This is an optimization exercise on Yosys and OpenROAD, whose aim is small area, a short achievable clock period and few clock cycles, not a production implementation.
RTL that was checked went through simulation tests only; none was proved equivalent to the original.
Function not checked in runs 4 and 5: the RTL went through the layout flow alone.

<file path="flow/config.mk">
export PLATFORM = sky130hd
export DESIGN_NAME = magnetometer_frame_heading
export DESIGN_NICKNAME = magnetometer_frame_heading
export VERILOG_FILES = /design/flow/design.v
export SDC_FILE = /design/flow/constraint.sdc
export NUM_CORES = 4
export LEC_CHECK = 0
export CAP_MARGIN = 20
export CORE_MARGIN = 2
export CORE_UTILIZATION = 40
export SETUP_SLACK_MARGIN = 3.0
export SLEW_MARGIN = 20
</file>
<file path="flow/run.sh">
#!/bin/bash
# synth_recipe.tcl (not shown) runs the flow's synth.tcl, then flattens the netlist and writes it again
# the make line also repeats each setting of config.mk as NAME=value (left out here)
make -C /OpenROAD-flow-scripts/flow DESIGN_CONFIG=/design/flow/config.mk WORK_HOME=/design/flow/orfs CLKGATE_MAP_FILE= SYNTH_SCRIPT=/design/flow/synth_recipe.tcl finish
</file>
<file path="flow/design.v">
package mfh_pkg;
	localparam int VAL_W = 18;    
	localparam int DEG_W = 9;
	localparam int CFG_W = 16;
	localparam int XW  = 34;
	localparam int YAW = 34;
	localparam int YBW = 27;
	localparam int SW  = 24;      
	localparam logic [CFG_W-1:0] TIMEOUT_RESET = 16'd50;
	localparam logic [7:0] CH_S     = 8'h53;
	localparam logic [7:0] CH_PLUS  = 8'h2B;
	localparam logic [7:0] CH_MINUS = 8'h2D;
	localparam logic [1:0] PH_BLANK = 2'd0;
	localparam logic [1:0] PH_SIGN  = 2'd1;
	localparam logic [1:0] PH_DIGIT = 2'd2;
	localparam logic [1:0] PH_STOP  = 2'd3;
	localparam logic [1:0] RUN_XZ      = 2'd0;
	localparam logic [1:0] RUN_HEADING = 2'd1;
	localparam logic [1:0] RUN_YZ      = 2'd2;
	localparam logic signed [SW-1:0] ATAN0 = 24'sd2949120;
	function automatic logic [SW-1:0] atan_a(input logic [2:0] j);
		logic [SW-1:0] v;
		case (j)
			3'd0:    v = 24'd1740967;
			3'd1:    v = 24'd919879;
			3'd2:    v = 24'd466945;
			3'd3:    v = 24'd234379;
			3'd4:    v = 24'd117304;
			3'd5:    v = 24'd58666;
			3'd6:    v = 24'd29335;
			default: v = 24'd14668;
		endcase
		atan_a = v;
	endfunction
	function automatic logic [SW-1:0] atan_b(input logic [2:0] j);
		logic [SW-1:0] v;
		case (j)
			3'd0:    v = 24'd7334;
			3'd1:    v = 24'd3667;
			3'd2:    v = 24'd1833;
			3'd3:    v = 24'd917;
			3'd4:    v = 24'd458;
			3'd5:    v = 24'd229;
			default: v = 24'd115;
		endcase
		atan_b = v;
	endfunction
endpackage
module mfh_cordic_step #(
	parameter int YW  = 34,
	parameter int SH0 = 1
) (
	input  logic [2:0]                    j,
	input  logic [mfh_pkg::XW-1:0]        x,
	input  logic signed [YW-1:0]          y,
	input  logic signed [mfh_pkg::SW-1:0] s,
	output logic [mfh_pkg::XW-1:0]        x_n,
	output logic signed [YW-1:0]          y_n,
	output logic signed [mfh_pkg::SW-1:0] s_n
);
	localparam int XW = mfh_pkg::XW;
	localparam int SW = mfh_pkg::SW;
	logic                 neg;
	logic signed [YW-1:0] ysh0, ysh;
	logic [XW-1:0]        xsh0, xsh;
	logic [SW-1:0]        t;
	logic signed [XW-1:0] ysh_x;
	logic [XW:0]          x_sum;
	logic [YW:0]          y_sum;
	logic [SW:0]          s_sum;
	assign neg  = y[YW-1];
	assign ysh0 = y >>> SH0;
	assign xsh0 = x >> SH0;
	assign ysh  = ysh0 >>> j;
	assign xsh  = xsh0 >> j;
	assign t    = (SH0 == 1) ? mfh_pkg::atan_a(j) : mfh_pkg::atan_b(j);
	assign ysh_x = ysh;
	assign x_sum = {x, 1'b1} + {ysh_x ^ {XW{neg}}, neg};
	assign y_sum = {y, 1'b1} + {xsh[YW-1:0] ^ {YW{!neg}}, !neg};
	assign s_sum = {s, 1'b1} + {t ^ {SW{neg}}, neg};
	assign x_n = x_sum[XW:1];
	assign y_n = y_sum[YW:1];
	assign s_n = s_sum[SW:1];
endmodule
module magnetometer_frame_heading (
	input  logic                                 clk,
	input  logic                                 arst_n,
	input  logic                                 in_valid,
	output logic                                 in_stall,
	input  logic                                 command,
	input  logic [7:0]                           rx_byte,
	output logic                                 out_valid,
	input  logic                                 out_stall,
	output logic                                 send_request,
	output logic                                 frame_done,
	output logic                                 frame_ok,
	output logic [mfh_pkg::DEG_W-1:0]            heading_deg,
	output logic [mfh_pkg::DEG_W-1:0]            tilt_xz_deg,
	output logic [mfh_pkg::DEG_W-1:0]            tilt_yz_deg,
	output logic signed [mfh_pkg::VAL_W-1:0]     field_x,
	output logic signed [mfh_pkg::VAL_W-1:0]     field_y,
	output logic signed [mfh_pkg::VAL_W-1:0]     field_z,
	input  logic                                 cfg_we,
	input  logic [0:0]                           cfg_index,
	input  logic [mfh_pkg::CFG_W-1:0]            cfg_data
);
	localparam int XW  = mfh_pkg::XW;
	localparam int YAW = mfh_pkg::YAW;
	localparam int YBW = mfh_pkg::YBW;
	localparam int SW  = mfh_pkg::SW;
	localparam int VW  = mfh_pkg::VAL_W;
	localparam int DW  = mfh_pkg::DEG_W;
	logic [15:0]          timeout_q;
	logic                 link_q;
	logic                 in_stall_q;
	logic [4:0]           pos_q;
	logic                 win_x_q, win_z_q, win_y_q, first_q;
	logic                 start_q;
	logic [15:0]          silence_q;
	logic                 armed_q;
	logic [1:0]           ph_q;
	logic                 mn_q;
	logic signed [VW-1:0] vx_q, vz_q, vy_q;
	logic [1:0]           ld_q;       
	logic                 jc_q;       
	logic                 adone_q;    
	logic                 ld_hd_q, ld_yz_q;   
	logic                 a_v_q, a_spec_q, a_ex_q;
	logic [1:0]           a_t_q;
	logic [2:0]           a_code_q, a_j_q;
	logic [XW-1:0]        a_x_q;
	logic signed [YAW-1:0] a_y_q;
	logic signed [SW-1:0] a_s_q;
	logic                 b_v_q, b_spec_q, b_ex_q;
	logic [1:0]           b_t_q;
	logic [2:0]           b_code_q, b_j_q;
	logic [XW-1:0]        b_x_q;
	logic signed [YBW-1:0] b_y_q;
	logic signed [SW-1:0] b_s_q;
	logic                 o_valid_q, o_fill_q;
	logic                 o_send_q, o_done_q, o_ok_q;
	logic [DW-1:0]        o_head_q, o_xz_q, o_yz_q;
	logic signed [VW-1:0] o_x_q, o_y_q, o_z_q;
	logic        in_acc, acc_byte, acc_tick, close, close_now;
	logic [15:0] tick_inc, limit;
	logic        tick_fire, drop, fire_res;
	assign in_acc    = in_valid && !in_stall_q;
	assign acc_byte  = in_acc && !command;
	assign acc_tick  = in_acc && command;
	assign close     = (pos_q == 5'd27);
	assign close_now = acc_byte && close;
	assign tick_inc  = silence_q + 16'd1;
	assign limit     = (timeout_q == 16'd0) ? 16'd1 : timeout_q;
	assign tick_fire = armed_q && (tick_inc >= limit);
	assign drop      = acc_tick && tick_fire;
	assign fire_res  = drop && link_q;
	logic                 win_x, win_z, win_y, win, first;
	logic                 blank, digit, sgn;
	logic [1:0]           ph_cur, ph_nxt;
	logic                 mn_cur, mn_nxt, take_digit;
	logic signed [VW-1:0] v_sel, v_cur, v_nxt, v_dig, v10;
	logic [VW-5:0]        v10_p, v10_m;
	logic [5:0]           lo;
	assign win_x = win_x_q;
	assign win_z = win_z_q;
	assign win_y = win_y_q;
	assign win   = win_x || win_z || win_y;
	assign first = first_q;
	assign blank = (rx_byte == 8'h20) || (rx_byte >= 8'h09 && rx_byte <= 8'h0D);
	assign digit = (rx_byte >= 8'h30) && (rx_byte <= 8'h39);
	assign sgn   = (rx_byte == mfh_pkg::CH_PLUS) || (rx_byte == mfh_pkg::CH_MINUS);
	always_comb begin
		v_sel  = win_x ? vx_q : (win_z ? vz_q : vy_q);
		ph_cur = first ? mfh_pkg::PH_BLANK : ph_q;
		mn_cur = first ? 1'b0 : mn_q;
		v_cur  = first ? '0 : v_sel;
		ph_nxt = ph_cur;
		mn_nxt = mn_cur;
		take_digit = 1'b0;
		case (ph_cur)
			mfh_pkg::PH_BLANK: begin
				if (blank) begin
					ph_nxt = mfh_pkg::PH_BLANK;
				end else if (sgn) begin
					ph_nxt = mfh_pkg::PH_SIGN;
					mn_nxt = (rx_byte == mfh_pkg::CH_MINUS);
				end else if (digit) begin
					ph_nxt = mfh_pkg::PH_DIGIT;
					take_digit = 1'b1;
				end else begin
					ph_nxt = mfh_pkg::PH_STOP;
				end
			end
			mfh_pkg::PH_SIGN, mfh_pkg::PH_DIGIT: begin
				if (digit) begin
					ph_nxt = mfh_pkg::PH_DIGIT;
					take_digit = 1'b1;
				end else begin
					ph_nxt = mfh_pkg::PH_STOP;
				end
			end
			default: begin
			end
		endcase
		v10   = (v_cur <<< 3) + (v_cur <<< 1);
		v10_p = v10[VW-1:4] + 14'd1;
		v10_m = v10[VW-1:4] - 14'd1;
		lo    = {2'b00, v10[3:0]} + (mn_cur ? -{2'b00, rx_byte[3:0]} : {2'b00, rx_byte[3:0]});
		v_dig = {({(VW-4){!lo[5] &&  lo[4]}} & v10_p)
			| ({(VW-4){lo[5]}} & v10_m)
			| ({(VW-4){!lo[4]}} & v10[VW-1:4]), lo[3:0]};
		v_nxt = take_digit ? v_dig : v_cur;
	end
	logic signed [VW-1:0] y_op, x_op;
	logic                 xneg, yneg, xzero, yzero, eqmag, ld_ex, ld_s;
	logic [VW-1:0]        x1, cx, cy;
	logic signed [VW-1:0] y1;
	logic [2:0]           ld_code;
	logic                 ld_ready, a_free, a_load, a_xfer, spec_new;
	logic                 b_done, b_wb, flush, kill, all_done;
	logic [XW-1:0]        a_x_n;
	logic signed [YAW-1:0] a_y_n;
	logic signed [SW-1:0] a_s_n;
	always_comb begin
		y_op  = ld_yz_q ? vy_q : vx_q;
		x_op  = ld_hd_q ? vy_q : vz_q;
		xneg  = x_op[VW-1];
		yneg  = y_op[VW-1];
		xzero = (x_op == '0);
		yzero = (y_op == '0);
		ld_s  = xneg ^ yneg;
		cx    = {{(VW-2){1'b0}}, xneg && yneg, ld_s};
		cy    = {{(VW-2){1'b0}}, xneg && !yneg, !ld_s};
		x1    = (x_op ^ {VW{xneg}}) + (y_op ^ {VW{yneg}}) + cx;
		y1    = (y_op ^ {VW{xneg}}) + (x_op ^ {VW{!yneg}}) + cy;
		eqmag = (x_op == y_op) || ((x_op ^ y_op) == ((x_op | y_op) << 1));
		ld_ex = xzero || yzero || eqmag;
		if (yzero) begin
			ld_code = xneg ? 3'd4 : 3'd0;
		end else if (xzero) begin
			ld_code = yneg ? 3'd6 : 3'd2;
		end else if (eqmag) begin
			ld_code = xneg ? (yneg ? 3'd5 : 3'd3) : (yneg ? 3'd7 : 3'd1);
		end else begin
			ld_code = xneg ? 3'd4 : 3'd0;
		end
	end
	assign ld_ready = (ld_q != 2'd3) && (jc_q || (start_q &&
		((ld_q == mfh_pkg::RUN_XZ) ? (pos_q >= 5'd17) : (pos_q >= 5'd25))));
	assign b_done   = b_v_q && (b_j_q == 3'd7);
	assign flush    = b_done && b_spec_q && o_valid_q;
	assign b_wb     = b_done && !flush;
	assign kill     = drop || flush;
	assign a_xfer   = a_v_q && (a_j_q == 3'd7);
	assign a_free   = !a_v_q || a_xfer;
	assign a_load   = ld_ready && a_free;
	assign spec_new = !jc_q && !close_now;
	mfh_cordic_step #(.YW(YAW), .SH0(1)) u_step_a (
		.j   (a_j_q),
		.x   (a_x_q),
		.y   (a_y_q),
		.s   (a_s_q),
		.x_n (a_x_n),
		.y_n (a_y_n),
		.s_n (a_s_n)
	);
	logic [XW-1:0]         b_x_n;
	logic signed [YBW-1:0] b_y_n;
	logic signed [SW-1:0]  b_s_n;
	logic signed [10:0]    k_off, k_p, k_m, s_inv, sh11;
	logic [11:0]           v_sum, p_sum, m_sum;
	logic signed [7:0]     s_hi;
	logic                  s_frac, c_in;
	logic [DW-1:0]         deg;
	mfh_cordic_step #(.YW(YBW), .SH0(9)) u_step_b (
		.j   (b_j_q),
		.x   (b_x_q),
		.y   (b_y_q),
		.s   (b_s_q),
		.x_n (b_x_n),
		.y_n (b_y_n),
		.s_n (b_s_n)
	);
	always_comb begin
		logic signed [10:0] kb;
		case (b_code_q)
			3'd0:    kb = 11'sd0;
			3'd1:    kb = -11'sd45;
			3'd2:    kb = -11'sd90;
			3'd3:    kb = -11'sd135;
			3'd4:    kb = -11'sd180;
			3'd5:    kb = -11'sd225;
			3'd6:    kb = -11'sd270;
			default: kb = -11'sd315;
		endcase
		k_off  = kb + ((b_t_q == mfh_pkg::RUN_HEADING) ? 11'sd270 : 11'sd180);
		k_p    = k_off + 11'sd360;
		k_m    = k_off - 11'sd360;
		s_hi   = b_s_q[SW-1:16];
		s_frac = |b_s_q[15:0];
		sh11   = s_hi;
		s_inv  = b_ex_q ? 11'h7FF : ~sh11;
		c_in   = b_ex_q || !s_frac;
		v_sum  = {k_off, 1'b1} + {s_inv, c_in};
		p_sum  = {k_p, 1'b1} + {s_inv, c_in};
		m_sum  = {k_m, 1'b1} + {s_inv, c_in};
		if (v_sum[11]) begin
			deg = p_sum[DW:1];
		end else if (!m_sum[11]) begin
			deg = m_sum[DW:1];
		end else begin
			deg = v_sum[DW:1];
		end
	end
	logic [4:0]  pos_d;
	logic [1:0]  ld_d, ld_inc;
	logic        jc_d, o_fill_d, o_valid_d, maybe_fire, stall_d;
	always_comb begin
		pos_d = pos_q;
		if (acc_byte) begin
			pos_d = close ? 5'd0 : pos_q + 5'd1;
		end else if (drop) begin
			pos_d = 5'd0;
		end
		ld_inc = ld_q + (a_load ? 2'd1 : 2'd0);
		ld_d   = ld_inc;
		jc_d   = jc_q;
		if (close_now) begin
			if (ld_inc == 2'd3) begin
				ld_d = 2'd0;
				jc_d = 1'b0;
			end else begin
				jc_d = start_q;
			end
		end else if (jc_q) begin
			if (ld_inc == 2'd3) begin
				ld_d = 2'd0;
				jc_d = 1'b0;
			end
		end else if (kill) begin
			ld_d = 2'd0;
		end
		all_done  = adone_q || (b_wb && b_t_q == mfh_pkg::RUN_YZ);
		o_fill_d  = o_fill_q;
		o_valid_d = o_valid_q && out_stall;
		if (close_now) begin
			o_fill_d  = start_q && !all_done;
			o_valid_d = !start_q || all_done;
		end else if (fire_res) begin
			o_valid_d = 1'b1;
		end else if (b_wb && b_t_q == mfh_pkg::RUN_YZ && !b_spec_q) begin
			o_fill_d  = 1'b0;
			o_valid_d = 1'b1;
		end
		maybe_fire = ({1'b0, silence_q} + 17'd2) >= {1'b0, limit};
		stall_d = ((o_fill_d || o_valid_d) && ((pos_d == 5'd27) || maybe_fire))
			|| (jc_d && (((ld_d != mfh_pkg::RUN_YZ) && (pos_d == 5'd4)) || (pos_d == 5'd12)));
	end
	always_ff @(posedge clk or negedge arst_n) begin
		if (!arst_n) begin
			timeout_q  <= mfh_pkg::TIMEOUT_RESET;
			link_q     <= 1'b1;
			in_stall_q <= 1'b0;
			pos_q      <= '0;
			win_x_q    <= 1'b0;
			win_z_q    <= 1'b0;
			win_y_q    <= 1'b0;
			first_q    <= 1'b0;
			start_q    <= 1'b0;
			silence_q  <= '0;
			armed_q    <= 1'b1;
			ld_q       <= '0;
			ld_hd_q    <= 1'b0;
			ld_yz_q    <= 1'b0;
			jc_q       <= 1'b0;
			a_v_q      <= 1'b0;
			b_v_q      <= 1'b0;
			o_valid_q  <= 1'b0;
			o_fill_q   <= 1'b0;
			adone_q    <= 1'b0;
		end else begin
			if (cfg_we) begin
				if (cfg_index[0]) begin
					link_q <= cfg_data[0];
				end else begin
					timeout_q <= cfg_data;
				end
			end
			in_stall_q <= stall_d;
			pos_q      <= pos_d;
			win_x_q    <= (pos_d >= 5'd4)  && (pos_d <= 5'd8);
			win_z_q    <= (pos_d >= 5'd12) && (pos_d <= 5'd16);
			win_y_q    <= (pos_d >= 5'd20) && (pos_d <= 5'd24);
			first_q    <= (pos_d == 5'd4) || (pos_d == 5'd12) || (pos_d == 5'd20);
			ld_q       <= ld_d;
			ld_hd_q    <= (ld_d == mfh_pkg::RUN_HEADING);
			ld_yz_q    <= (ld_d == mfh_pkg::RUN_YZ);
			jc_q       <= jc_d;
			o_fill_q   <= o_fill_d;
			o_valid_q  <= o_valid_d;
			if (close_now || kill) begin
				adone_q <= 1'b0;
			end else if (b_wb && b_t_q == mfh_pkg::RUN_YZ && b_spec_q) begin
				adone_q <= 1'b1;
			end
			if (acc_byte) begin
				silence_q <= '0;
				armed_q   <= 1'b1;
				if (close) begin
					start_q <= 1'b0;
				end else if (pos_q == 5'd0) begin
					start_q <= (rx_byte == mfh_pkg::CH_S);
				end
			end else if (acc_tick && armed_q) begin
				if (tick_fire) begin
					start_q   <= 1'b0;
					silence_q <= '0;
					armed_q   <= link_q;
				end else begin
					silence_q <= tick_inc;
				end
			end
			if (a_load) begin
				a_v_q <= !(kill && spec_new);
			end else if (a_xfer) begin
				a_v_q <= 1'b0;
			end else if (kill && a_spec_q) begin
				a_v_q <= 1'b0;
			end
			if (a_xfer) begin
				b_v_q <= !(kill && a_spec_q);
			end else if (b_done) begin
				b_v_q <= 1'b0;
			end else if (kill && b_spec_q) begin
				b_v_q <= 1'b0;
			end
		end
	end
	always_ff @(posedge clk) begin
		if (acc_byte && win) begin
			ph_q <= ph_nxt;
			mn_q <= mn_nxt;
			if (win_x) vx_q <= v_nxt;
			if (win_z) vz_q <= v_nxt;
			if (win_y) vy_q <= v_nxt;
		end
		if (a_load) begin
			a_spec_q <= spec_new;
			a_t_q    <= ld_q;
			a_code_q <= ld_code;
			a_ex_q   <= ld_ex;
			a_j_q    <= 3'd0;
			a_x_q    <= {x1, 16'd0};
			a_y_q    <= {y1, 16'd0};
			a_s_q    <= ld_s ? -mfh_pkg::ATAN0 : mfh_pkg::ATAN0;
		end else begin
			if (close_now) begin
				a_spec_q <= 1'b0;
			end
			a_j_q <= a_j_q + 3'd1;
			a_x_q <= a_x_n;
			a_y_q <= a_y_n;
			a_s_q <= a_s_n;
		end
		if (a_xfer) begin
			b_spec_q <= a_spec_q && !close_now;
			b_t_q    <= a_t_q;
			b_code_q <= a_code_q;
			b_ex_q   <= a_ex_q;
			b_j_q    <= 3'd0;
			b_x_q    <= a_x_n;
			b_y_q    <= a_y_n[YBW-1:0];
			b_s_q    <= a_s_n;
		end else begin
			if (close_now) begin
				b_spec_q <= 1'b0;
			end
			b_j_q <= b_j_q + 3'd1;
			b_x_q <= b_x_n;
			b_y_q <= b_y_n;
			b_s_q <= b_s_n;
		end
		if (close_now) begin
			o_send_q <= link_q;
			o_done_q <= 1'b1;
			o_ok_q   <= start_q;
			o_x_q    <= start_q ? vx_q : '0;
			o_y_q    <= start_q ? vy_q : '0;
			o_z_q    <= start_q ? vz_q : '0;
		end else if (fire_res) begin
			o_send_q <= 1'b1;
			o_done_q <= 1'b0;
			o_ok_q   <= 1'b0;
			o_x_q    <= '0;
			o_y_q    <= '0;
			o_z_q    <= '0;
		end
		if ((close_now && !start_q) || fire_res) begin
			o_head_q <= '0;
			o_xz_q   <= '0;
			o_yz_q   <= '0;
		end else if (b_wb) begin
			case (b_t_q)
				mfh_pkg::RUN_XZ:      o_xz_q   <= deg;
				mfh_pkg::RUN_HEADING: o_head_q <= deg;
				default:              o_yz_q   <= deg;
			endcase
		end
	end
	assign in_stall     = in_stall_q;
	assign out_valid    = o_valid_q;
	assign send_request = o_send_q;
	assign frame_done   = o_done_q;
	assign frame_ok     = o_ok_q;
	assign heading_deg  = o_head_q;
	assign tilt_xz_deg  = o_xz_q;
	assign tilt_yz_deg  = o_yz_q;
	assign field_x      = o_x_q;
	assign field_y      = o_y_q;
	assign field_z      = o_z_q;
endmodule
</file>
<file path="flow/constraint.sdc">
create_clock -name core_clock -period 7.5 [get_ports {clk}]
set_input_delay 1.5000 -clock core_clock [delete_from_list [all_inputs] [get_ports {clk}]]
set_output_delay 1.5000 -clock core_clock [all_outputs]
set_load 0.01 [all_outputs]
</file>
==> results of run 1 <==
layout by cell type, fill, tap and decap left out, types with 13 or more instances in the layout:
| cell | count |
|---|---|
| buf_4 | 96 |
| edfxtp_1 | 127 |
| a21o_1 | 70 |
| xnor2_1 | 280 |
| a211oi_1 | 36 |
| dfxtp_1 | 203 |
| and2_1 | 25 |
| or2_2 | 13 |
| a31oi_1 | 22 |
| nor3_1 | 52 |
| dfrtp_1 | 44 |
| nor2b_1 | 57 |
| nand2b_1 | 59 |
| mux4_2 | 48 |
| nor4_1 | 21 |
| o21ai_1 | 19 |
| o21a_1 | 35 |
| o21bai_1 | 24 |
| inv_1 | 112 |
| nor2_1 | 315 |
| nand2_1 | 347 |
| nand4_1 | 31 |
| o21ai_0 | 235 |
| or3_1 | 17 |
| mux2i_1 | 184 |
| nand3_1 | 70 |
| a21oi_1 | 296 |
| a21oi_2 | 22 |
| clkbuf_16 | 53 |
| mux2_2 | 17 |
| and3_1 | 84 |
| clkdlybuf4s50_1 | 115 |
| buf_12 | 15 |
| ha_1 | 328 |
| xor2_1 | 207 |
routing by layer:
| metal | GRT usage [%] | share of wire [%] | up-vias |
|---|---|---|---|
| met5 | 0 | 0.050 | - |
| met4 | 5.16 | 2.1 | 2 |
| met3 | 3.11 | 5.1 | 135 |
| met2 | 35.4 | 45 | 682 |
| met1 | 31.1 | 47 | 13900 |
| li1 | - | - | 14300 |
worst max-delay path, stage by stage:
cell	delay [ns]
clkdlybuf4s50_1	0.50
inv_1	0.08
ha_2	0.28
nand2_1	0.05
o21ai_0	0.11
ha_1	0.24
fa_1	0.42
a21oi_2	0.18
nor3_1	0.06
a21oi_1	0.12
nor3_1	0.07
o21ai_1	0.17
buf_6	0.12
buf_4	0.18
nand3_1	0.08
o21ai_0	0.07
a21oi_1	0.07
o21ai_0	0.47
logic make-up (layout without fill, tap and decap cells):
| group | Yosys count | in the layout | share of synthesized area, % |
|---|---|---|---|
| and+or+nand+nor | 1157 | 1157 | 16.1 |
| AOI/OAI and AO/OA | 946 | 947 | 17.1 |
| xor gates and xnor gates | 507 | 507 | 13.1 |
| DFF | 393 | 393 | 27.7 |
| adders and majority gates | 351 | 351 | 13.1 |
| buffers and inverters | 298 | 461 | 3.35 |
| muxes | 260 | 260 | 9.52 |
layout make-up:
| type | count | area [sq um] |
|---|---|---|
| Fill cell | 8103 | 43900 |
| Inverter | 122 | 479 |
| Multi-Input combinational cell | 3222 | 24300 |
| Tap cell | 1134 | 1420 |
| Clock inverter | 21 | 255 |
| Sequential cell | 393 | 9460 |
| Timing Repair inverter | 1 | 5.00 |
| Timing Repair Buffer | 245 | 2560 |
| Clock buffer | 72 | 1430 |
worst max path at each step:
stage	to
floorplan	a_y_q[32]
global placement	vx_q[6]
detailed placement	vx_q[6]
CTS	b_s_q[22]
global route	o_xz_q[5]
finish	vx_q[5]
state kept, by name, summed over array words and instances (netlist names), 24 cells and up:
name   flops
a_x_q     34
b_s_q     24
a_s_q     24
b_y_q     27
b_x_q     34
a_y_q     34
per-stage QoR:
step / hold WS (ns) / setup slack (ns) / cells / utilization [%] / cell area, sq um
3_3_place_gp: 0.400 / 2.16 / 5021 / 43.2 / 36200
5_1_grt: 0.428 / 2.92 / 5210 / 47.6 / 39900
4_1_cts: 0.416 / 2.92 / 5150 / 46.2 / 38800
2_1_floorplan: 0.400 / 2.93 / 3912 / - / 34100
3_5_place_dp: 0.406 / 2.13 / 5021 / 43.2 / 36200
6_report: 0.425 / 3.08 / 5210 / 47.6 / 39900
what timing repair did:
| item | CTS | global route |
|---|---|---|
| buffers inserted | 30 | 56 |
| hold buffers | 0 | 0 |
| cloned | 6 | 4 |
| pin swaps | 13 | 54 |
| gates resized for setup | 96 | 146 |
| endpoints found under the setup margin | 201 | 167 |
==> results.sh, run 1 <==
export IMPL_period_minus_slack_ns=4.42
export IMPL_start_util_pct=40.5
export IMPL_wl_um=99600
export IMPL_rsz0062_at_grt="yes"
export IMPL_maxSlewViolCount=0
export IMPL_core_area_sq_um=83800
export IMPL_synth_area_leaders="ha_1 13%, dfxtp_1 12%, edfxtp_1 11%"
export IMPL_vias=29000
export IMPL_grt_pass1_wl_um=154000
export IMPL_syn_avg_cell_area_sq_um=8.68
export IMPL_crit_path_start_kind="primary input"
export IMPL_setup_viol=0
export IMPL_synth_nets=4293
export IMPL_fmax_ghz=0.226
export IMPL_yosys_area_top_type="ha_1"
export IMPL_worstHoldStart="a_code_q[2]"
export IMPL_drt_iter0_drc=2103
export IMPL_regToRegStartpoint="win_z_q"
export IMPL_hold_path_class="flip-flop to flip-flop"
export IMPL_grt_start_max_net_pins=78
export IMPL_antenna_left=0
export IMPL_timing_rr_end="vy_q[17]"
export IMPL_slew_headroom_pct=18.5
export IMPL_yosysSeqAreaShare_pct=27.7
export IMPL_synth_warnings=3
export IMPL_cts_buffer_depth=3
export IMPL_netlist_instances=3912
export IMPL_synth_edf_count=127
export IMPL_endpoint_kind="flip-flop"
export IMPL_hold_violations=0
export IMPL_placementRows=106
export IMPL_status="complete, no violations"
export IMPL_worstMarginPinSlew_ns=1.19
export IMPL_cts_tree="done"
export IMPL_numCtsBuffers=50
export IMPL_post_drt_wl_per_cell_um=19.1
export IMPL_startpoint="rx_byte[0]"
export IMPL_cp_arrival_ns=4.78
export IMPL_r2r_slack_ns=3.12
export IMPL_synth_most_common_cell="nand2_1"
export IMPL_grt_pass1_vias=27700
export IMPL_grt_overflow=0
export IMPL_critical_path_class="primary input to flip-flop"
export IMPL_drcViolationCount=0
export IMPL_numPortBuffers=116
export IMPL_drive_gt1_share_pct=11.9
export IMPL_drt_pass1_iter_count=6
export IMPL_diodes=0
export IMPL_reg2reg_depth=16
export IMPL_chipHeight_um=295
export IMPL_place_gp_congestion=0.904
export IMPL_synth_common_cells="349 x nand2_1, 341 x ha_1, 328 x nor2_1, 320 x a21oi_1, 291 x xnor2_1"
export IMPL_nets=4416
export IMPL_worst_path_max_fanout=12
export IMPL_clk_pin_slew_worst_paths_ns=0.06
export IMPL_critPathRequiredTime_ns=7.86
export IMPL_min_delay_path_depth=0
export IMPL_routed_via_density=5.57
export IMPL_die_area_sq_um=87300
export IMPL_cts_root_buffer="clkbuf_16"
export IMPL_antenna_found_initial=0
export IMPL_setup_tns_ns=0
export IMPL_synth_top_area_share_pct=12.6
export IMPL_grtUsageTotal_pct=22.0
export IMPL_ys_types=96
export IMPL_dp_hpwl_um=72400
export IMPL_synth_main_ff_cell="dfxtp_1"
export IMPL_io_pins=117
export IMPL_cts_max_level=2
export IMPL_fin_crit_sh_pct=58.9
export IMPL_syn2layout_area_growth_pct=17.5
export IMPL_maxCapViolCount=0
export IMPL_clock_latency_ns=0.63
export IMPL_cts_sinks=393
export IMPL_hold_end="b_code_q[2]"
export IMPL_die_w_um=295
export IMPL_async_flop_share_pct=14.0
export IMPL_ys_seq_elements=393
export IMPL_netlist_area_sq_um=34000
export IMPL_finalClockSkew_ns=0.0492
Testbench counts, summed over its fixed seeds: cycles 7,288.
==> run 2: changes to the inputs <==
--- a/flow/config.mk
+++ b/flow/config.mk
@@ -5,8 +5,9 @@
 export SDC_FILE = /design/flow/constraint.sdc
 export NUM_CORES = 4
 export LEC_CHECK = 0
+export ABC_AREA = 1
 export CAP_MARGIN = 20
 export CORE_MARGIN = 2
-export CORE_UTILIZATION = 40
-export SETUP_SLACK_MARGIN = 3.0
+export CORE_UTILIZATION = 45
+export SETUP_SLACK_MARGIN = 3.5
 export SLEW_MARGIN = 20
==> run 2 against run 1 <==
  * Final cell count up 22%
  * Clock-buffer cell count fell by 15
  * Synthesized cell count increased by 32%
==> results.sh, run 2 <==
export IMPL_status="complete, no violations"
export IMPL_core_area_sq_um=78700
export IMPL_synth_nets=5559
export IMPL_final_common_cell="nand2_1"
export IMPL_ys_seq_elements=393
export IMPL_reg2reg_depth=25
export IMPL_rsz0062_at_grt="yes"
export IMPL_synth_top_area_share_pct=12.2
export IMPL_antenna_found_initial=1
export IMPL_async_flop_share_pct=14.0
export IMPL_cts_tree="done"
export IMPL_final_cell_mix="1138 x nand2_1, 522 x inv_1, 422 x nor2_1, 421 x o21ai_0, 368 x a21oi_1"
export IMPL_grtUsageTotal_pct=26.3
export IMPL_n_fill_cell=7865
export IMPL_max_stage_delay_ns=0.47
export IMPL_netlist_area_sq_um=35700
export IMPL_cp_arrival_ns=4.50
export IMPL_hold_violations=0
export IMPL_drt_pass1_iter_count=5
export IMPL_synth_area_leaders="nand2_1 12%, ha_1 12%, dfxtp_1 12%"
export IMPL_synth_edf_count=127
export IMPL_worst_path_max_fanout=8
export IMPL_antenna_left=0
export IMPL_clock_latency_ns=0.62
export IMPL_die_area_sq_um=81600
export IMPL_io_pins=117
export IMPL_syn_avg_cell_area_sq_um=6.89
export IMPL_ys_types=77
export IMPL_cts_max_level=2
export IMPL_vias=34400
export IMPL_yosys_area_top_type="nand2_1"
export IMPL_placed_cell_area_sq_um=37800
export IMPL_cts_buffer_depth=3
export IMPL_placementRows=103
export IMPL_cts_sinks=393
export IMPL_fmax_ghz=0.250
export IMPL_finalClockSkew_ns=0.0320
export IMPL_cts_root_buffer="clkbuf_16"
export IMPL_numPortBuffers=116
export IMPL_crit_cells=25
export IMPL_cp_top_family="compound AO/OA/AOI/OAI gates"
export IMPL_start_util_pct=45.3
export IMPL_multi_input_area_sq_um=24300
export IMPL_finalInstanceArea_sq_um=41400
export IMPL_drt_iter0_drc=2488
export IMPL_fin_crit_sh_pct=53.4
export IMPL_wl_um=113000
export IMPL_endpoint_kind="flip-flop"
export IMPL_drcViolationCount=0
export IMPL_hold_path_class="flip-flop to flip-flop"
export IMPL_setup_viol=0
export IMPL_grt_pass1_wl_um=173000
export IMPL_setup_tns_ns=0
export IMPL_grt_start_max_net_pins=83
export IMPL_nets=5671
export IMPL_grt_overflow=0
export IMPL_path_buf_inv=7
export IMPL_largestRegisters="a_x_q (34), a_y_q (34), b_x_q (34)"
export IMPL_synth_most_common_cell="nand2_1"
export IMPL_worstMarginPinSlew_ns=1.05
export IMPL_diodes=0
export IMPL_synth_main_ff_cell="dfxtp_1"
export IMPL_slowest_stage="edfxtp_1"
export IMPL_dp_hpwl_um=84800
export IMPL_clk_pin_slew_worst_paths_ns=0.06
export IMPL_cts_hold_buf=0
export IMPL_die_w_um=286
export IMPL_routed_via_density=5.39
export IMPL_post_drt_wl_per_cell_um=17.7
export IMPL_min_delay_path_depth=0
export IMPL_slew_headroom_pct=29.8
export IMPL_chipHeight_um=286
export IMPL_netlist_instances=5178
export IMPL_synth_warnings=3
export IMPL_period_minus_slack_ns=4.00
export IMPL_critPathRequiredTime_ns=8.00
export IMPL_place_gp_congestion=0.961
export IMPL_syn2layout_area_growth_pct=15.9
export IMPL_ff_latch_area_sq_um=9450
export IMPL_drive_gt1_share_pct=9.74
export IMPL_numCtsBuffers=48
export IMPL_crit_path_start_kind="flip-flop"
export IMPL_synth_common_cells="1158 x nand2_1, 535 x inv_1, 457 x o21ai_0, 432 x nor2_1, 384 x a21oi_1"
export IMPL_yosysSeqAreaShare_pct=26.4
export IMPL_critical_path_class="flip-flop to flip-flop"
export IMPL_grt_pass1_vias=31800
export IMPL_maxSlewViolCount=0
export IMPL_maxCapViolCount=0
==> run 2: cell type report <==
cell class	count	area share, %
repair buffers	231	5.95
multi-input cells	4056	58.8
flip-flops and latches	393	22.8
clock inverters	33	0.977
clock buffers	57	3.18
well taps	1050	3.18
inverters	560	5.14
==> run 2: final timing paths <==
check / slack, ns / to / from
setup / recovery: 3.50 / o_head_q[3] / b_code_q[0]
hold / removal: 0.42 / b_code_q[1] / a_code_q[1]
setup reg to reg: 3.50 / o_head_q[3] / b_code_q[0]
hold reg to reg: 0.42 / b_code_q[1] / a_code_q[1]
max in group asynchronous: 5.88 / win_x_q / arst_n
min in group asynchronous: 1.03 / silence_q[9] / arst_n
==> run 2: logic make-up (layout without fill, tap and decap cells) <==
group / count (synthesis) / after routing / synth area share, %
compound gates: 1130 / 1130 / 17.4
xor+xnor: 353 / 353 / 8.76
mux: 24 / 24 / 0.673
simple gates: 2199 / 2199 / 26.5
flops: 393 / 393 / 26.4
buf+inv: 729 / 881 / 7.80
fa+ha+maj: 350 / 350 / 12.5
==> run 2: repair_timing <==
action	CTS	global route
buffers inserted	38	31
resized for setup	95	192
cloned	2	9
endpoints found under the setup margin	202	219
pin swaps	31	55
==> run 2: worst register-to-register path, cell delays in order (launching register included) <==
cell      delay, ns
edfxtp_1       0.47
inv_2          0.09
o21ai_1        0.14
nand2_1        0.08
nand2_1        0.08
ha_2           0.18
inv_2          0.05
ha_4           0.17
o21ai_2        0.16
nand2_2        0.08
buf_4          0.14
nand2_4        0.10
inv_2          0.05
buf_4          0.14
ha_1           0.35
a21oi_1        0.24
o21a_1         0.16
nor2_1         0.05
a211oi_2       0.20
nand3_1        0.16
nand2_4        0.18
inv_1          0.16
o21bai_4       0.21
nand3_2        0.13
nand2_1        0.10
inv_1          0.03
==> run 2: stage by stage <==
stage | utilization [%] | std cells | hold slack (ns) | setup WS, ns
floorplan | - | 5178 | 0.400 | 3.49
detailed placement | 48.0 | 6210 | 0.410 | 1.75
finish | 52.5 | 6380 | 0.420 | 3.50
CTS | 51.1 | 6340 | 0.424 | 3.50
global placement | 48.0 | 6210 | 0.406 | 1.74
global route | 52.5 | 6380 | 0.443 | 3.24
==> run 2: layer usage <==
layer | part of all wire (%) | track usage [%] | up-vias
met4 | 3.4 | 8.65 | 0
met1 | 46 | 35.5 | 15700
li1 | - | - | 17600
met2 | 46 | 43.8 | 878
met5 | 0 | 0 | -
met3 | 4.8 | 2.87 | 178
==> run 3: changes to the inputs <==
--- a/flow/config.mk
+++ b/flow/config.mk
@@ -9,5 +9,5 @@
 export CAP_MARGIN = 20
 export CORE_MARGIN = 2
 export CORE_UTILIZATION = 45
-export SETUP_SLACK_MARGIN = 3.5
+export SETUP_SLACK_MARGIN = 3.0
 export SLEW_MARGIN = 20
==> run 3 against run 2 <==
  * Clock-buffer cell count is 5 higher
  * Clock skew is 0.0082 ns lower
  * Sequential share of layout area is 0.88 points higher
  * Area after synthesis stayed put
  * Synthesized cell count stayed put
  * First-iteration DRC count is 1.8% higher
  * Setup slack worse by 0.21 ns
  * Critical path depth is 4 lower
  * Global-route usage is 0.28 points lower
  * Worst hold slack better by 0.016 ns
==> results.sh, run 3 <==
export IMPL_fmax_ghz=0.237
export IMPL_grt_overflow=0
export IMPL_synth_warnings=3
export IMPL_netlist_area_sq_um=35700
export IMPL_place_gp_congestion=0.967
export IMPL_setup_tns_ns=0
export IMPL_min_delay_path_depth=0
export IMPL_max_stage_delay_ns=0.45
export IMPL_endpoint_kind="flip-flop"
export IMPL_placementRows=103
export IMPL_cts_root_buffer="clkbuf_16"
export IMPL_clock_latency_ns=0.61
export IMPL_maxSlewViolCount=0
export IMPL_drive_gt1_share_pct=6.21
export IMPL_antenna_left=0
export IMPL_hold_end="b_t_q[0]"
export IMPL_ys_seq_elements=393
export IMPL_worst_hold_slack_ns=0.436
export IMPL_cp_top_family="compound AO/OA/AOI/OAI gates"
export IMPL_crit_path_start_kind="flip-flop"
export IMPL_setup_viol=0
export IMPL_synth_top_family_by_area="simple AND/OR/NAND/NOR gates"
export IMPL_fin_ws_ns=3.29
export IMPL_cts_tree="done"
export IMPL_numPortBuffers=116
export IMPL_wl_um=109000
export IMPL_synth_edf_count=127
export IMPL_die_area_sq_um=81600
export IMPL_n_fill_cell=8063
export IMPL_syn_avg_cell_area_sq_um=6.89
export IMPL_path_common_cell="nand2_1"
export IMPL_start_util_pct=45.3
export IMPL_worstMarginPinSlew_ns=1.03
export IMPL_netlist_instances=5178
export IMPL_syn2layout_area_growth_pct=11.5
export IMPL_cts_sinks=393
export IMPL_synth_top_area_share_pct=12.2
export IMPL_synth_xor_xnor_area_share_pct=8.76
export IMPL_critPathRequiredTime_ns=7.99
export IMPL_numCtsBuffers=48
export IMPL_synth_most_common_cell="nand2_1"
export IMPL_async_flop_share_pct=14.0
export IMPL_slowest_stage="xor2_1"
export IMPL_post_drt_wl_per_cell_um=17.2
export IMPL_synth_simple_area_share_pct=26.5
export IMPL_crit_cells=21
export IMPL_synth_compound_gate_area_share_pct=17.4
export IMPL_diodes=0
export IMPL_yosys_area_top_type="nand2_1"
export IMPL_timing_rr_end="b_y_q[22]"
export IMPL_clk_pin_slew_worst_paths_ns=0.06
export IMPL_hold_violations=0
export IMPL_largestRegisters="a_x_q (34), a_y_q (34), b_x_q (34)"
export IMPL_slew_headroom_pct=31.3
export IMPL_fin_crit_sh_pct=56.2
export IMPL_drcViolationCount=0
export IMPL_reg2reg_depth=21
export IMPL_worst_path_max_fanout=23
export IMPL_cts_hold_buf=0
export IMPL_grt_start_max_net_pins=83
export IMPL_pre_cts_slack_ns=2.53
export IMPL_drt_iter0_drc=2532
export IMPL_synth_common_cells="1158 x nand2_1, 535 x inv_1, 457 x o21ai_0, 432 x nor2_1, 384 x a21oi_1"
export IMPL_antenna_found_initial=0
export IMPL_critical_path_class="flip-flop to flip-flop"
export IMPL_cts_max_level=2
export IMPL_synth_nets=5559
export IMPL_finalClockSkew_ns=0.0238
export IMPL_maxCapViolCount=0
export IMPL_io_pins=117
export IMPL_synth_area_leaders="nand2_1 12%, ha_1 12%, dfxtp_1 12%"
export IMPL_worstPathCellList="clkinvlp_4, buf_4, nand2_1, nand2_1, o21ai_0, o21ai_0, xor2_1, ha_1, a21oi_1, nand2_1, nand2_1, nand2_1, a21oi_2, o21ai_2, nand2_1, nand2_1, a21oi_1, o21ai_1, or2_2, nand3_1, nand2_1"
export IMPL_synthMuxAreaShare_pct=0.673
export IMPL_vias=34000
export IMPL_core_area_sq_um=78700
export IMPL_final_common_cell="nand2_1"
export IMPL_cts_buffer_depth=3
export IMPL_rsz0062_at_grt="yes"
export IMPL_nets=5609
export IMPL_routed_via_density=5.39
export IMPL_final_cell_mix="1149 x nand2_1, 531 x inv_1, 450 x o21ai_0, 429 x nor2_1, 381 x a21oi_1"
export IMPL_worstHoldStart="a_t_q[0]"
export IMPL_grt_pass1_wl_um=172000
export IMPL_startpoint="b_j_q[0]"
export IMPL_grtUsageTotal_pct=26.0
export IMPL_dp_hpwl_um=84900
export IMPL_synth_main_ff_cell="dfxtp_1"
export IMPL_status="complete, no violations"
export IMPL_drt_pass1_iter_count=6
export IMPL_synth_adder_area_share_pct=12.5
export IMPL_regToRegStartpoint="b_j_q[0]"
export IMPL_die_w_um=286
export IMPL_yosysSeqAreaShare_pct=26.4
export IMPL_ys_types=77
export IMPL_r2r_slack_ns=3.29
export IMPL_period_minus_slack_ns=4.21
export IMPL_path_buf_inv=2
export IMPL_cp_arrival_ns=4.70
export IMPL_hold_path_class="flip-flop to flip-flop"
export IMPL_chipHeight_um=286
export IMPL_grt_pass1_vias=31700
run 3: routing by layer:
layer	wire, um	GRT usage [%]
met5	0	0
met3	4600	2.66
met4	3610	8.77
met2	49400	42.8
met1	51200	35.6
run 3: per-stage QoR:
stage               cells  util (%)  instance area [sq um]
floorplan            5178         -                  35700
global placement     6212      48.0                  37800
detailed placement   6212      48.0                  37800
CTS                  6302      50.1                  39500
global route         6316      50.5                  39800
finish               6316      50.5                  39800
run 3: worst max path at each step:
stage                     slack (ns)   endpoint
after floorplan                 3.07  a_y_q[33]
after global placement          2.55   vx_q[13]
after detailed placement        2.53  a_y_q[33]
after CTS                       2.97  a_y_q[33]
after global routing            2.98  b_s_q[18]
final                           3.29  b_y_q[22]
run 3: cell type report:
class                   instances  area [sq um]  area share (%)
repair buffers                169          1670            4.19
clock buffers                  62          1310            3.28
clock inverters                26           299           0.751
multi-input cells            4056         23700            59.5
flip-flops and latches        393          9440            23.7
well taps                    1050          1310            3.30
inverters                     560          2110            5.31
run 3: repair_timing:
action                     in CTS  in global routing
gates cloned                    0                  1
setup endpoints to repair      27                168
pin swaps                       0                  9
setup buffers                   2                 13
resized for setup               6                 67
run 3: cells by family after synthesis:
kind of cell / Yosys count
DFF: 393
xor gates and xnor gates: 353
and+or+nand+nor: 2199
adders and majority gates: 350
AOI/OAI and AO/OA: 1130
muxes: 24
buffers and inverters: 729
==> run 4: changes to the inputs <==
--- a/flow/design.v
+++ b/flow/design.v
@@ -110,7 +110,7 @@
 	localparam int SW  = mfh_pkg::SW;
 	localparam int VW  = mfh_pkg::VAL_W;
 	localparam int DW  = mfh_pkg::DEG_W;
-	logic [15:0]          timeout_q;
+	logic [15:0]          limit_q;    
 	logic                 link_q;
 	logic                 in_stall_q;
 	logic [4:0]           pos_q;
@@ -150,7 +150,7 @@
 	assign close     = (pos_q == 5'd27);
 	assign close_now = acc_byte && close;
 	assign tick_inc  = silence_q + 16'd1;
-	assign limit     = (timeout_q == 16'd0) ? 16'd1 : timeout_q;
+	assign limit     = limit_q;
 	assign tick_fire = armed_q && (tick_inc >= limit);
 	assign drop      = acc_tick && tick_fire;
 	assign fire_res  = drop && link_q;
@@ -358,7 +358,7 @@
 	end
 	always_ff @(posedge clk or negedge arst_n) begin
 		if (!arst_n) begin
-			timeout_q  <= mfh_pkg::TIMEOUT_RESET;
+			limit_q    <= mfh_pkg::TIMEOUT_RESET;
 			link_q     <= 1'b1;
 			in_stall_q <= 1'b0;
 			pos_q      <= '0;
@@ -383,7 +383,7 @@
 				if (cfg_index[0]) begin
 					link_q <= cfg_data[0];
 				end else begin
-					timeout_q <= cfg_data;
+					limit_q <= (cfg_data == 16'd0) ? 16'd1 : cfg_data;
 				end
 			end
 			in_stall_q <= stall_d;
--- a/flow/config.mk
+++ b/flow/config.mk
@@ -9,5 +9,5 @@
 export CAP_MARGIN = 20
 export CORE_MARGIN = 2
 export CORE_UTILIZATION = 45
-export SETUP_SLACK_MARGIN = 3.0
+export SETUP_SLACK_MARGIN = 3.5
 export SLEW_MARGIN = 20
==> run 4 against run 3 <==
  * Still clean on timing, DRC and antenna
  * Maximum frequency grew 4.6%
  * Clock skew shrank 0.0014 ns
  * Wire length grew 4.6%
  * First-iteration DRC count grew 1.7%
  * Utilization grew 2.6 points
  * Register-to-register slack gained 0.19 ns
  * Critical endpoint is now o_xz_q[3]
  * Largest cell class unchanged
==> results.sh, run 4 <==
export IMPL_io_pins=117
export IMPL_maxCapViolCount=0
export IMPL_critPathRequiredTime_ns=8.01
export IMPL_drive_gt1_share_pct=10.6
export IMPL_grt_overflow=0
export IMPL_diodes=0
export IMPL_synth_warnings=3
export IMPL_cts_tree="done"
export IMPL_synth_area_leaders="ha_1 12%, dfxtp_1 12%, nand2_1 12%"
export IMPL_routed_via_density=5.42
export IMPL_finalInstanceArea_sq_um=41700
export IMPL_fmax_ghz=0.248
export IMPL_ys_types=72
export IMPL_clk_pin_slew_worst_paths_ns=0.06
export IMPL_place_gp_congestion=0.941
export IMPL_ys_seq_elements=393
export IMPL_worstHoldStart="a_code_q[1]"
export IMPL_startpoint="b_code_q[0]"
export IMPL_async_flop_share_pct=14.0
export IMPL_hold_path_class="flip-flop to flip-flop"
export IMPL_hold_end="b_code_q[1]"
export IMPL_cts_max_level=2
export IMPL_rsz0062_at_grt="yes"
export IMPL_post_drt_wl_per_cell_um=17.9
export IMPL_grt_pass1_vias=32100
export IMPL_synth_common_cells="1117 x nand2_1, 546 x inv_1, 491 x o21ai_0, 398 x nor2_1, 368 x a21oi_1"
export IMPL_setup_viol=0
export IMPL_yosys_area_top_type="ha_1"
export IMPL_worstMarginPinSlew_ns=1.01
export IMPL_drcViolationCount=0
export IMPL_fin_util_pct=53.1
export IMPL_die_area_sq_um=81200
export IMPL_grt_pass1_wl_um=174000
export IMPL_maxSlewViolCount=0
export IMPL_endpoint_kind="flip-flop"
export IMPL_clock_latency_ns=0.62
export IMPL_min_delay_path_depth=0
export IMPL_critical_path_class="flip-flop to flip-flop"
export IMPL_timing_rr_end="o_xz_q[3]"
export IMPL_worst_path_max_fanout=7
export IMPL_core_area_sq_um=78500
export IMPL_dp_cells=6151
export IMPL_drt_pass1_iter_count=6
export IMPL_wl_um=114000
export IMPL_start_util_pct=45.2
export IMPL_placed_cell_area_sq_um=37600
export IMPL_cts_root_buffer="clkbuf_16"
export IMPL_dp_hpwl_um=84900
export IMPL_grtUsageTotal_pct=26.5
export IMPL_final_common_cell="nand2_1"
export IMPL_largestRegisters="a_x_q (34), a_y_q (34), b_x_q (34)"
export IMPL_nets=5653
export IMPL_regToRegStartpoint="b_code_q[0]"
export IMPL_yosysSeqAreaShare_pct=26.5
export IMPL_syn2layout_area_growth_pct=17.4
export IMPL_synth_edf_count=127
export IMPL_drt_iter0_drc=2575
export IMPL_crit_path_start_kind="flip-flop"
export IMPL_cts_buffer_depth=3
export IMPL_stdcell_count=6362
export IMPL_finalClockSkew_ns=0.0224
export IMPL_synth_most_common_cell="nand2_1"
export IMPL_status="complete, no violations"
export IMPL_synth_nets=5502
export IMPL_fin_crit_sh_pct=53.7
export IMPL_die_w_um=285
export IMPL_numCtsBuffers=49
export IMPL_synth_main_ff_cell="dfxtp_1"
export IMPL_synth_top_area_share_pct=12.0
export IMPL_netlist_area_sq_um=35500
export IMPL_chipHeight_um=285
export IMPL_hold_violations=0
export IMPL_vias=34500
export IMPL_syn_avg_cell_area_sq_um=6.93
export IMPL_numPortBuffers=116
export IMPL_cp_arrival_ns=4.54
export IMPL_antenna_found_initial=3
export IMPL_placementRows=103
export IMPL_period_minus_slack_ns=4.03
export IMPL_slew_headroom_pct=32.4
export IMPL_final_cell_mix="1092 x nand2_1, 527 x inv_1, 444 x o21ai_0, 380 x nor2_1, 354 x a21oi_1"
export IMPL_grt_start_max_net_pins=83
export IMPL_cts_sinks=393
export IMPL_setup_tns_ns=0
export IMPL_netlist_instances=5121
export IMPL_r2r_slack_ns=3.47
export IMPL_antenna_left=0
export IMPL_reg2reg_depth=27
run 4: changes by cell type in the layout (fill, tap and decap cells not counted), sizes merged, moves of 10 or more:
| cell | change |
|---|---|
| a21oi | -15 |
| buf | +85 |
| clkbuf | +10 |
| nand2 | -44 |
| nand3 | -25 |
| nor2 | -34 |
| o21ai | +23 |
| xnor2 | +14 |
run 4: what timing repair did:
action	4_1_cts	5_1_grt
cloned	2	9
pin swaps	22	72
endpoints found under the hold margin	0	0
endpoints found under the setup margin	248	211
setup buffers	37	72
resized for setup	125	233
hold buffers	0	0
run 4: critical path: stages (launching register included):
cell and delay (ns):
edfxtp_1 0.45, inv_2 0.09, o21ai_1 0.13, nand2_1 0.08, nand2_1 0.07, ha_2 0.18, inv_2 0.05, ha_4 0.18
o21ai_4 0.18, nand2_2 0.09, nand2_2 0.08, nand2_4 0.06, xnor2_4 0.18, inv_2 0.09, a21oi_2 0.18, xnor2_2 0.12
ha_1 0.26, nand2_1 0.08, inv_2 0.05, a221o_1 0.35, a31oi_4 0.23, inv_2 0.10, nand2_4 0.13, nand2_4 0.06
o21bai_4 0.21, nand3_2 0.10, nand2_2 0.08, inv_1 0.04
run 4: per-stage QoR:
| step | hold slack (ns) | setup slack (ns) |
|---|---|---|
| CTS | 0.419 | 3.49 |
| floorplan | 0.400 | 3.45 |
| detailed placement | 0.405 | 1.98 |
| global route | 0.437 | 3.23 |
| finish | 0.416 | 3.47 |
| global placement | 0.403 | 2.02 |
run 4: logic make-up after synthesis:
| group | after synthesis | share of synthesized area [%] |
|---|---|---|
| mux | 23 | 0.648 |
| simple gates | 2097 | 25.1 |
| xor+xnor | 375 | 9.39 |
| compound gates | 1151 | 17.9 |
| buf+inv | 732 | 7.88 |
| fa+ha+maj | 350 | 12.5 |
| flops | 393 | 26.5 |
run 4: how the worst max path moves through the flow:
stage                end  cells after the start
2_1_floorplan  a_y_q[33]                     27
3_5_place_dp     vy_q[9]                     15
5_1_grt        o_xz_q[3]                     27
6_report       o_xz_q[3]                     27
3_3_place_gp    vy_q[10]                     15
4_1_cts        o_yz_q[3]                     26
run 4: area by class of cell:
class / instances / area (sq um)
clock buffers: 66 / 1350
clock inverters: 25 / 292
fillers: 7807 / 36800
inverters: 567 / 2190
multi-input cells: 3996 / 24400
flip-flops and latches: 393 / 9460
well taps: 1050 / 1310
repair buffers: 262 / 2650
repair inverters: 3 / 33.8
run 4: metal layers:
metal  global-route usage [%]  wire [um]  vias up
met1                     38.1      54100    15900
met3                     2.88       6110      166
met2                     42.0      50600      912
met5                        0          0        -
met4                     7.18       3070        0
li1                         -          -    17500
==> run 5: changes to the inputs <==
--- a/flow/config.mk
+++ b/flow/config.mk
@@ -9,5 +9,5 @@
 export CAP_MARGIN = 20
 export CORE_MARGIN = 2
 export CORE_UTILIZATION = 45
-export SETUP_SLACK_MARGIN = 3.5
+export SETUP_SLACK_MARGIN = 4.0
 export SLEW_MARGIN = 20
==> run 5 against run 4 <==
  * Still clean
  * Sequential cell count is the same
  * Critical path depth fell by 5
  * Critical path type unchanged
  * Largest cell class unchanged
  * Highest routed layer is now met5
==> results.sh, run 5 <==
export IMPL_status="complete, no violations"
export IMPL_die_w_um=285
export IMPL_place_gp_congestion=0.963
export IMPL_cts_tree="done"
export IMPL_ys_types=72
export IMPL_ys_seq_elements=393
export IMPL_drt_iter0_drc=3391
export IMPL_synth_nets=5502
export IMPL_crit_path_start_kind="flip-flop"
export IMPL_vias=38800
export IMPL_async_flop_share_pct=14.0
export IMPL_top_usage_layer="met2"
export IMPL_clock_latency_ns=0.64
export IMPL_gr_usage_met3_pct=3.18
export IMPL_rsz0062_at_grt="yes"
export IMPL_die_area_sq_um=81200
export IMPL_cts_max_level=2
export IMPL_final_cell_mix="913 x nand2_1, 456 x inv_1, 378 x buf_4, 329 x nor2_1, 270 x a21oi_1"
export IMPL_critical_path_class="flip-flop to flip-flop"
export IMPL_finalClockSkew_ns=0.0201
export IMPL_start_util_pct=45.2
export IMPL_numPortBuffers=116
export IMPL_hold_violations=0
export IMPL_netlist_instances=5121
export IMPL_dp_cells=6149
export IMPL_regToRegStartpoint="a_j_q[0]"
export IMPL_slew_headroom_pct=23.9
export IMPL_fin_ws_ns=3.45
export IMPL_reg2reg_depth=22
export IMPL_antenna_left=0
export IMPL_setup_viol=0
export IMPL_grt_start_max_net_pins=82
export IMPL_pre_cts_slack_ns=2.28
export IMPL_min_delay_path_depth=0
export IMPL_grt_overflow=0
export IMPL_startpoint="a_j_q[0]"
export IMPL_grt_pass1_wl_um=191000
export IMPL_chipHeight_um=285
export IMPL_core_area_sq_um=78500
export IMPL_met1_usage_pct=40.4
export IMPL_yosys_area_top_type="ha_1"
export IMPL_worstHoldStart="a_code_q[1]"
export IMPL_syn2layout_area_growth_pct=43.2
export IMPL_drive_gt1_share_pct=30.9
export IMPL_syn_avg_cell_area_sq_um=6.93
export IMPL_synth_common_cells="1117 x nand2_1, 546 x inv_1, 491 x o21ai_0, 398 x nor2_1, 368 x a21oi_1"
export IMPL_synth_most_common_cell="nand2_1"
export IMPL_grt_pass1_vias=34900
export IMPL_io_pins=117
export IMPL_synth_top_area_share_pct=12.0
export IMPL_synth_main_ff_cell="dfxtp_1"
export IMPL_drt_pass1_iter_count=6
export IMPL_fmax_ghz=0.247
export IMPL_grtUsageTotal_pct=29.2
export IMPL_critPathRequiredTime_ns=7.98
export IMPL_antenna_found_initial=2
export IMPL_cts_hold_buf=0
export IMPL_nets=6055
export IMPL_cts_buffer_depth=3
export IMPL_maxCapViolCount=0
export IMPL_synth_warnings=3
export IMPL_hold_path_class="flip-flop to flip-flop"
export IMPL_netlist_area_sq_um=35500
export IMPL_wl_um=136000
export IMPL_synth_edf_count=127
export IMPL_routed_via_density=5.74
export IMPL_grt_use_met2_pct=47.7
export IMPL_synth_area_leaders="ha_1 12%, dfxtp_1 12%, nand2_1 12%"
export IMPL_placementRows=103
export IMPL_endpoint_kind="flip-flop"
export IMPL_cp_arrival_ns=4.53
export IMPL_fin_crit_sh_pct=54.1
export IMPL_dp_hpwl_um=84400
export IMPL_worst_path_max_fanout=5
export IMPL_cts_root_buffer="clkbuf_16"
export IMPL_numCtsBuffers=49
export IMPL_stdcell_count=6763
export IMPL_yosysSeqAreaShare_pct=26.5
export IMPL_clk_pin_slew_worst_paths_ns=0.06
export IMPL_post_drt_wl_per_cell_um=20.1
export IMPL_drcViolationCount=0
export IMPL_final_common_cell="nand2_1"
export IMPL_worstMarginPinSlew_ns=1.14
export IMPL_setup_tns_ns=0
export IMPL_largestRegisters="a_x_q (34), a_y_q (34), b_x_q (34)"
export IMPL_cts_sinks=393
export IMPL_maxSlewViolCount=0
export IMPL_period_minus_slack_ns=4.05
==> run 5: cell counts after synthesis <==
Identical to the previous run, type by type.
==> run 5: per-stage QoR <==
step / area, sq um / hold WS (ns) / util [%]
5_1_grt: 50800 / 0.423 / 64.8
4_1_cts: 44500 / 0.415 / 56.7
3_5_place_dp: 37900 / 0.405 / 48.3
3_3_place_gp: 37900 / 0.403 / 48.3
2_1_floorplan: 36000 / 0.400 / -
6_report: 50800 / 0.418 / 64.8
==> run 5: area by class of cell <==
cell class                 instances  area, sq um
timing repair buffer             654         6690
clock inverter                    21          256
sequential                       393         9450
antenna                            1         2.50
multi-input combinational       4002        29300
tap                             1050         1310
fill                            6465        27600
inverter                         567         2310
timing repair inverter             7          125
clock buffer                      68         1380
==> run 5: worst paths after layout <==
| path | end | slack, ns |
|---|---|---|
| worst max-delay path | a_x_q[24] | 3.45 |
| worst min-delay path | b_code_q[1] | 0.42 |
| worst max register to register | a_x_q[24] | 3.45 |
| worst min register to register | b_code_q[1] | 0.42 |
| max in group asynchronous | first_q | 5.96 |
| min in group asynchronous | win_y_q | 0.99 |
==> run 5: per-layer routing <==
metal / vias up / part of all wire [%]
li1: 18400 / -
met3: 446 / 7.9
met2: 1726 / 45
met1: 18300 / 42
met4: 4 / 4.8
met5: - / 0.019
==> run 5: kinds of logic after synthesis <==
logic type | share of synthesized area, %
flops | 26.5
mux | 0.648
xor+xnor | 9.39
simple gates | 25.1
buf+inv | 7.88
fa+ha+maj | 12.5
compound gates | 17.9
==> run 5: critical path, stage by stage, from the launching register on <==
cell      delay, ns
dfxtp_4        0.36
buf_6          0.12
buf_12         0.13
buf_12         0.12
buf_16         0.16
inv_12         0.12
buf_6          0.12
nand2_1        0.08
nand3_1        0.12
nand3_1        0.11
o21ai_0        0.16
xor2_1         0.24
ha_2           0.38
a21oi_1        0.23
o21ai_0        0.17
a21oi_2        0.24
inv_1          0.10
a21boi_2       0.21
o21ai_2        0.09
a21o_1         0.18
or2_1          0.24
nand3_1        0.09
o21ai_1        0.10
==> run 5: timing repair <==
action / in CTS / in global routing
cloned: 33 / 7
resized for setup: 622 / 1094
pin swaps: 229 / 492
buffers inserted: 236 / 248
setup endpoints to repair: 352 / 380

-- re-timing with driven ports --
How much do the figures lean on ideal ports? The routed layouts below were timed once more, with nothing changed but the port constraints. Step 1: set_driving_cell puts a clkbuf_16 on clk and a buf_2 on each other input, an assumption about the parent block. Step 2, shift: input delay + t, output delay - t, t = (earliest + latest rising clock arrival at the registers) / 2. This alone moves slack from input paths to output paths. a / b / c = ideal / step 1 / step 2; a / b = the first two.
run	t (ns)	setup WS [ns]	hold WS [ns]	slew at the worst register clock pin (ns)
run 1	0.672	3.081 / 3.120 / 2.451	0.425 / 0.425 / 0.425	0.07 / 0.07
run 2	0.671	3.499 / 3.499 / 3.067	0.420 / 0.420 / 0.420	0.07 / 0.07
run 3	0.659	3.286 / 3.286 / 2.681	0.436 / 0.436 / 0.436	0.06 / 0.06
run 4	0.671	3.473 / 3.473 / 3.024	0.416 / 0.416 / 0.416	0.06 / 0.06
run 5	0.698	3.445 / 3.445 / 3.333	0.418 / 0.418 / 0.418	0.07 / 0.07
After both steps every run listed still meets setup and hold. For run 1, which loses most, drivers alone change the setup slack by +0.039 ns; drivers and shift together by -0.630 ns.
